This is an optimization exercise on Yosys and OpenROAD, whose aim is small area, a short achievable clock period and few clock cycles per item, not a production implementation.
Function was checked by simulation only, so behaviour that the tests miss may differ from the original.
No activity file was given, so power comes from the tool's default toggle rates.

`flow/config.mk`:
```
export PLATFORM = sky130hd
export DESIGN_NAME = firewall_rule_table
export DESIGN_NICKNAME = firewall_rule_table
export VERILOG_FILES = /design/flow/design.v
export SDC_FILE = /design/flow/constraint.sdc
export NUM_CORES = 4
export LEC_CHECK = 0
export CAP_MARGIN = 20
export CORE_MARGIN = 2
export CORE_UTILIZATION = 40
export PLACE_DENSITY = 0.6
export SLEW_MARGIN = 20
export SYNTH_MEMORY_MAX_BITS = 8192
```
`flow/constraint.sdc`:
```
create_clock -name core_clock -period 10.0 [get_ports {clk}]
set_input_delay 2.0000 -clock core_clock [delete_from_list [all_inputs] [get_ports {clk}]]
set_output_delay 2.0000 -clock core_clock [all_outputs]
set_load 0.01 [all_outputs]
```
`flow/design.v`:
```
`timescale 1ns / 1ps
package fwrt_pkg;
  localparam int CMD_W    = 2;
  localparam int ADDR_W   = 32;
  localparam int PORT_W   = 16;
  localparam int STATUS_W = 3;
  localparam int COUNT_W  = 7;
  localparam logic [CMD_W-1:0] CMD_ADD    = 2'd0;
  localparam logic [CMD_W-1:0] CMD_DELETE = 2'd1;
  localparam logic [CMD_W-1:0] CMD_CHECK  = 2'd2;
  localparam logic [STATUS_W-1:0] ST_ADDED    = 3'd0;
  localparam logic [STATUS_W-1:0] ST_FULL     = 3'd1;
  localparam logic [STATUS_W-1:0] ST_DELETED  = 3'd2;
  localparam logic [STATUS_W-1:0] ST_NOTFOUND = 3'd3;
  localparam logic [STATUS_W-1:0] ST_ACCEPTED = 3'd4;
  localparam logic [STATUS_W-1:0] ST_REJECTED = 3'd5;
  localparam logic [STATUS_W-1:0] ST_INVALID  = 3'd6;
  typedef struct packed {
    logic [ADDR_W-1:0] addr_low;
    logic [ADDR_W-1:0] addr_high;
    logic [PORT_W-1:0] port_low;
    logic [PORT_W-1:0] port_high;
  } rule_t;
  typedef struct packed {
    logic  valid;
    rule_t rule;
  } entry_t;
  typedef struct packed {
    logic hit;
    logic slot_valid;
  } match_t;
endpackage
`timescale 1ns / 1ps
module fwrt_ram #(
  parameter int WIDTH = 97,
  parameter int DEPTH = 64
) (
  input  logic                     clk,
  input  logic                     we,
  input  logic [$clog2(DEPTH)-1:0] waddr,
  input  logic [WIDTH-1:0]         wdata,
  input  logic                     re,
  input  logic [$clog2(DEPTH)-1:0] raddr,
  output logic [WIDTH-1:0]         rdata
);
  logic [WIDTH-1:0] mem [DEPTH];
  always_ff @(posedge clk) begin
    if (we) begin
      mem[waddr] <= wdata;
    end
    if (re) begin
      rdata <= mem[raddr];
    end
  end
endmodule
`timescale 1ns / 1ps
import fwrt_pkg::*;
module fwrt_match
(
  input  logic [fwrt_pkg::CMD_W-1:0] cmd,
  input  fwrt_pkg::rule_t            item,
  input  fwrt_pkg::entry_t           entry,
  output fwrt_pkg::match_t           result
);
  logic exact;
  logic covers;
  assign exact = (entry.rule == item);
  assign covers = (item.addr_low >= entry.rule.addr_low) &&
                  (item.addr_low <= entry.rule.addr_high) &&
                  (item.port_low >= entry.rule.port_low) &&
                  (item.port_low <= entry.rule.port_high);
  always_comb begin
    result.slot_valid = entry.valid;
    case (cmd)
      CMD_ADD:    result.hit = !entry.valid;
      CMD_DELETE: result.hit = entry.valid && exact;
      CMD_CHECK:  result.hit = entry.valid && covers;
      default:    result.hit = 1'b0;
    endcase
  end
endmodule
`timescale 1ns / 1ps
import fwrt_pkg::*;
module firewall_rule_table
#(
  parameter int RULE_SLOTS = 64
) (
  input  logic                          clk,
  input  logic                          rst_n,
  input  logic                          in_valid,
  output logic                          in_ready,
  input  logic [fwrt_pkg::CMD_W-1:0]    in_cmd,
  input  logic [fwrt_pkg::ADDR_W-1:0]   in_addr_low,
  input  logic [fwrt_pkg::ADDR_W-1:0]   in_addr_high,
  input  logic [fwrt_pkg::PORT_W-1:0]   in_port_low,
  input  logic [fwrt_pkg::PORT_W-1:0]   in_port_high,
  output logic                          out_valid,
  input  logic                          out_ready,
  output logic [fwrt_pkg::STATUS_W-1:0] out_status,
  output logic [fwrt_pkg::COUNT_W-1:0]  out_rule_count
);
  localparam int IDX_W = (RULE_SLOTS > 1) ? $clog2(RULE_SLOTS) : 1;
  localparam int CNT_W = $clog2(RULE_SLOTS + 1);
  localparam logic [IDX_W-1:0] LAST_IDX = IDX_W'(RULE_SLOTS - 1);
  localparam logic [CNT_W-1:0] CNT_MAX  = CNT_W'(RULE_SLOTS);
  localparam logic [1:0] S_CLEAR = 2'd0;
  localparam logic [1:0] S_IDLE  = 2'd1;
  localparam logic [1:0] S_SCAN  = 2'd2;
  localparam logic [1:0] S_DONE  = 2'd3;
  logic [1:0]          state_r, state_nxt;
  logic [IDX_W-1:0]    clr_idx_r, clr_idx_nxt;
  logic [IDX_W-1:0]    rd_idx_r, rd_idx_nxt;
  logic                issue_r, issue_nxt;
  logic                pend_v_r, pend_v_nxt;
  logic [IDX_W-1:0]    pend_idx_r, pend_idx_nxt;
  logic [CNT_W-1:0]    total_r, total_nxt;
  logic [CMD_W-1:0]    cmd_r, cmd_nxt;
  fwrt_pkg::rule_t               item_r, item_nxt;
  logic [STATUS_W-1:0] res_status_r, res_status_nxt;
  logic                out_valid_r, out_valid_nxt;
  logic [STATUS_W-1:0] out_status_r, out_status_nxt;
  logic [COUNT_W-1:0]  out_count_r, out_count_nxt;
  logic             ram_we;
  logic [IDX_W-1:0] ram_waddr;
  fwrt_pkg::entry_t           ram_wdata;
  fwrt_pkg::entry_t           ram_rdata;
  fwrt_pkg::match_t           match;
  logic                 in_fire;
  logic                 reversed;
  logic                 out_free;
  logic [CNT_W+COUNT_W-1:0] count_ext;
  fwrt_ram #(
    .WIDTH(1 + 2*ADDR_W + 2*PORT_W),
    .DEPTH(RULE_SLOTS)
  ) u_ram (
    .clk  (clk),
    .we   (ram_we),
    .waddr(ram_waddr),
    .wdata(ram_wdata),
    .re   (1'b1),
    .raddr(rd_idx_r),
    .rdata(ram_rdata)
  );
  fwrt_match u_match (
    .cmd   (cmd_r),
    .item  (item_r),
    .entry (ram_rdata),
    .result(match)
  );
  assign in_ready = (state_r == S_IDLE);
  assign in_fire     = in_valid && in_ready;
  assign reversed    = (in_addr_low > in_addr_high) ||
                       (in_port_low > in_port_high);
  assign out_free    = !out_valid_r || out_ready;
  assign count_ext = {{COUNT_W{1'b0}}, total_r};
  assign out_valid      = out_valid_r;
  assign out_status     = out_status_r;
  assign out_rule_count = out_count_r;
  always_comb begin
    state_nxt      = state_r;
    clr_idx_nxt    = clr_idx_r;
    rd_idx_nxt     = rd_idx_r;
    issue_nxt      = 1'b0;
    pend_v_nxt     = 1'b0;
    pend_idx_nxt   = pend_idx_r;
    total_nxt      = total_r;
    cmd_nxt        = cmd_r;
    item_nxt       = item_r;
    res_status_nxt = res_status_r;
    out_valid_nxt  = out_valid_r && !out_ready;
    out_status_nxt = out_status_r;
    out_count_nxt  = out_count_r;
    ram_we         = 1'b0;
    ram_waddr      = pend_idx_r;
    ram_wdata      = {1'b0, item_r};
    case (state_r)
      S_CLEAR: begin
        ram_we      = 1'b1;
        ram_waddr   = clr_idx_r;
        clr_idx_nxt = clr_idx_r + 1'b1;
        if (clr_idx_r == LAST_IDX) begin
          state_nxt = S_IDLE;
        end
      end
      S_IDLE: begin
        if (in_fire) begin
          cmd_nxt  = in_cmd;
          item_nxt = {in_addr_low, in_addr_high, in_port_low, in_port_high};
          if ((in_cmd == CMD_CHECK) ||
              (((in_cmd == CMD_ADD) || (in_cmd == CMD_DELETE)) && !reversed)) begin
            rd_idx_nxt = '0;
            issue_nxt  = 1'b1;
            state_nxt  = S_SCAN;
          end else begin
            res_status_nxt = ST_INVALID;
            state_nxt      = S_DONE;
          end
        end
      end
      S_SCAN: begin
        if (issue_r) begin
          pend_v_nxt   = 1'b1;
          pend_idx_nxt = rd_idx_r;
          if (rd_idx_r == LAST_IDX) begin
            issue_nxt = 1'b0;
          end else begin
            issue_nxt  = 1'b1;
            rd_idx_nxt = rd_idx_r + 1'b1;
          end
        end
        if (pend_v_r && match.hit) begin
          issue_nxt  = 1'b0;
          pend_v_nxt = 1'b0;
          state_nxt  = S_DONE;
          case (cmd_r)
            CMD_ADD: begin
              ram_we         = 1'b1;
              ram_wdata      = {1'b1, item_r};
              total_nxt      = total_r + 1'b1;
              res_status_nxt = ST_ADDED;
            end
            CMD_DELETE: begin
              ram_we         = 1'b1;
              total_nxt      = total_r - 1'b1;
              res_status_nxt = ST_DELETED;
            end
            default: begin
              res_status_nxt = ST_ACCEPTED;
            end
          endcase
        end else if (pend_v_r && (pend_idx_r == LAST_IDX)) begin
          issue_nxt  = 1'b0;
          pend_v_nxt = 1'b0;
          state_nxt  = S_DONE;
          case (cmd_r)
            CMD_ADD:    res_status_nxt = ST_FULL;
            CMD_DELETE: res_status_nxt = ST_NOTFOUND;
            default:    res_status_nxt = ST_REJECTED;
          endcase
        end
      end
      default: begin
        if (out_free) begin
          out_valid_nxt  = 1'b1;
          out_status_nxt = res_status_r;
          out_count_nxt  = count_ext[COUNT_W-1:0];
          state_nxt      = S_IDLE;
        end
      end
    endcase
  end
  always_ff @(posedge clk) begin
    if (!rst_n) begin
      state_r     <= S_CLEAR;
      clr_idx_r   <= '0;
      issue_r     <= 1'b0;
      pend_v_r    <= 1'b0;
      total_r     <= '0;
      out_valid_r <= 1'b0;
    end else begin
      state_r     <= state_nxt;
      clr_idx_r   <= clr_idx_nxt;
      issue_r     <= issue_nxt;
      pend_v_r    <= pend_v_nxt;
      total_r     <= total_nxt;
      out_valid_r <= out_valid_nxt;
    end
  end
  always_ff @(posedge clk) begin
    rd_idx_r     <= rd_idx_nxt;
    pend_idx_r   <= pend_idx_nxt;
    cmd_r        <= cmd_nxt;
    item_r       <= item_nxt;
    res_status_r <= res_status_nxt;
    out_status_r <= out_status_nxt;
    out_count_r  <= out_count_nxt;
  end
endmodule
```
`flow/run.sh`:
```
#!/bin/bash
# synth_recipe.tcl (not shown) runs the flow's synth.tcl, then flattens the netlist and writes it again
# the make line also repeats each setting of config.mk as NAME=value (left out here)
make -C /OpenROAD-flow-scripts/flow DESIGN_CONFIG=/design/flow/config.mk WORK_HOME=/design/flow/orfs CLKGATE_MAP_FILE= SYNTH_SCRIPT=/design/flow/synth_recipe.tcl finish
```
==> run notes <==
path summary, 6_finish.rpt:
check | end | slack [ns] | depth (start not counted)
worst max register to register | u_ram.mem[34][91] | 2.81 | 14
worst max-delay path | u_ram.mem[34][91] | 2.81 | 14
worst min-delay path | pend_v_r | 0.46 | 2
worst min register to register | pend_v_r | 0.46 | 2
flip-flops by register name (all words and copies together), names as in the netlist:
signal	count
clr_idx_r	6
out_status_r	3
out_valid_r	1
issue_r	1
rd_idx_r	6
state_r	2
pend_idx_r	6
total_r	7
u_ram.rdata	97
u_ram.mem	6208
pend_v_r	1
cmd_r	2
out_count_r	7
item_r	96
res_status_r	3
power breakdown:
part | internal (mW) | switching (mW) | total [mW]
Clock | 13.8 | 10.4 | 24.3
Combinational | 1.59 | 3.66 | 5.25
Sequential | 31.1 | 0.290 | 31.4
cell families (layout without fill, tap and decap cells):
family	count (synthesis)	in the layout	synth area share, %
compound gates	760	760	2.129
buf+inv	735	1892	1.189
fa+ha+maj	160	160	0.8138
other cells	0	17	0
flops	6446	6446	77.93
mux	2078	2078	16.62
xor+xnor	46	46	0.1632
simple gates	629	629	1.156
cell type report:
cell class	count	area, µm²	share of cell area, %
well taps	8120	10160	3.609
repair buffers	529	5137	1.825
diodes	17	42.54	0.01511
clock buffers	852	17560	6.238
multi-input cells	3673	52030	18.48
inverters	168	658.1	0.2338
flip-flops and latches	6446	192400	68.35
clock inverters	343	3523	1.251
worst reg2reg max path, delay by kind of cell (launching register included):
kind,cells,cell delay [ns]
AO/OA/AOI/OAI,5,2.40
buffers and inverters,4,2.36
AND/OR/NAND/NOR,4,1.30
adder cells (fa/ha/maj),1,0.34
flip-flops,1,0.33
cell usage in the layout, fill, tap and decap left out, types with 63 or more instances in the layout:
cell type and n:
nor3_2 67, o221ai_1 174, a21oi_1 168, o22ai_1 136, clkbuf_16 664, nor2_1 94
buf_4 343, inv_1 164, clkinv_2 95, mux4_2 1618, clkinv_1 132, nand2_1 279
edfxtp_1 6331, mux2i_1 457, clkdlybuf4s50_1 113, buf_12 68, a211oi_1 63, dfxtp_1 115
ha_1 159, clkbuf_1 164
per-stage QoR:
stage / util [%] / cell area (µm²) / power (mW) / worst slack [ns] / TNS [ns]
floorplan: - / 246900 / 34.88 / -0.6906 / -3784.06
global placement: 42.32 / 260300 / 36.96 / 2.427 / 0
detailed placement: 42.33 / 260400 / 37.14 / 2.872 / 0
CTS: 45.76 / 281500 / 61.11 / 3.388 / 0
global route: 45.77 / 281500 / 62.39 / 2.932 / 0
finish: 45.77 / 281500 / 60.87 / 2.806 / 0
routing by layer:
layer	vias to the layer above	part of all wire, %	track usage [%]
met5	-	0.0075	0
met2	7709	47	36.80
met3	1234	10	4.358
met4	8	3.9	8.082
met1	67490	39	32.56
li1	47580	-	-
==> reports/metrics.csv <==
metric,value,unit
Rows,288,
synth warn,3,
maximum vdd drop,0.0002215,V
final period utilization,71.94,%
worst min path class,register to register,
family with the most delay on the worst path,compound AO/OA/AOI/OAI gates,
Max Clk Rate,139.0,MHz
cell mode on critical path,buf_4,
DRC,0,
"Buf+Inv Stages, Crit Path",4,
Starting Density,40.14,%
Synth Instances,10850,
ratio of cells with drive above 1 in the final layout,25.23,%
hold_ws,0.4604,ns
Critical Path AT,7.87,ns
area grow syn2layout,14.02,%
Slew Limit Fails,0,
WP data required,10.68,ns
number of routed nets with antenna violations,0,
PortBufs,113,
Finish-stage setup viols,0,
total core area,615100,µm²
GP Congestion,0.8436,
Slew @ Worst Pin,1.269,ns
synth cell count leaders,"edfxtp_1, mux4_2, mux2i_1",
I/O pin count,114,
reg2reg start,item_r[31],
Total GRT Usage,23.24,%
sequential element share of the synthesized area,77.93,%
clock skew,0.1102,ns
# fillers,49980,
# Max-Cap Violations,0,
Synth Flop Type,edfxtp_1,
Clock Sink Count,6446,
Post-synth EDFFs,6331,
cell taking the most area after synthesis,edfxtp_1,
clock transition at the registers of the reported paths,0.06,ns
drt wl/cell,36.86,µm
initial antenna violation count,26,
Tmin final,7.194,ns
Post-Route WL,742600,µm
largest net degree at the start of global routing,141,
gr ovfl total,0,
vias in the first global route,122600,
total number of vias,124000,
RSZ-0062 raised after global routing,false,
Resized Gates After CTS,0,
largest fanout on the critical path,70,
critical path class,register to register,
Worst-Skew Late Latency,1.15,ns
Fin. Hold Viols,0,
min-delay src,issue_r,
syn avg cell area,22.75,µm²
CP max stage delay,0.70,ns
final cell count without fillers,20150,
Slew headroom,14.96,%
root buffer cell,clkbuf_16,
CP startpoint kind,register,
post-CTS setup buffers,0,
leakage power,90.06,nW
drt first pass iters,6,
Synth Net Count,11120,
die area,623600,µm²
nets@finish,11730,
1st-iter DRT viols,19040,
area share of the largest cell type after synthesis,76.99,%
vias per cell,6.155,
CP Cell Sequence,buf_4 > ha_1 > nand4_1 > nor2_1 > o311ai_0 > o211ai_1 > o2111ai_1 > a211oi_1 > nor2_2 > buf_4 > o41a_4 > nor3_2 > buf_12 > buf_4,
power density over cell area,216.2,nW/µm²
Post-Syn Area,246900,µm²
total CTS buffers,651,
Yosys cell types,67,
hold-fix buffers at CTS,0,
dpl hpwl,377600,µm
largest cells by area after synthesis,"edfxtp_1, mux4_2, mux2i_1",
CTS tree,yes,
Die X,789.7,µm
first-pass GRT wire length,1013000,µm
most common cell in the netlist,edfxtp_1,
dpl cells,18940,
H-tree levels,6,
CP Launch Point,item_r[31],
Max Root-Sink Buffers,4,
die height,789.7,µm
outcome,finished clean,
fraction of registers with async set/reset,0,%
CP Capture Type,register,
CP max stage cell,nor2_1,
post-synthesis register bit count,6446,
Testbench counts, summed over its fixed seeds: cycles 431,264, items 9,832.

port drivers added, routing unchanged:
Ports are ideal in the flow. The routed layout listed here was re-timed in OpenROAD.
Step 1 (the two cells are an assumption about what drives the block):
set clk [get_ports {clk}]
set_driving_cell -lib_cell sky130_fd_sc_hd__clkbuf_16 $clk
set_driving_cell -lib_cell sky130_fd_sc_hd__buf_2 [delete_from_list [all_inputs] $clk]
Step 2, shift: input delay + t, output delay - t, t = (earliest + latest rising clock arrival at the registers) / 2. This alone moves slack from input paths to output paths.
a / b / c = ideal ports / drivers / drivers and shift; a / b = the first two.
t (ns): 1.227
setup slack, ns: 2.806 / 2.806 / 2.662
clock arrival spread, ns: 0.113 / 0.112
worst data-port slew with drivers (ns): 0.30
After both steps setup and hold are still met in this run. The setup slack of this run moves by 0.000 ns with the drivers and by -0.144 ns with both steps.
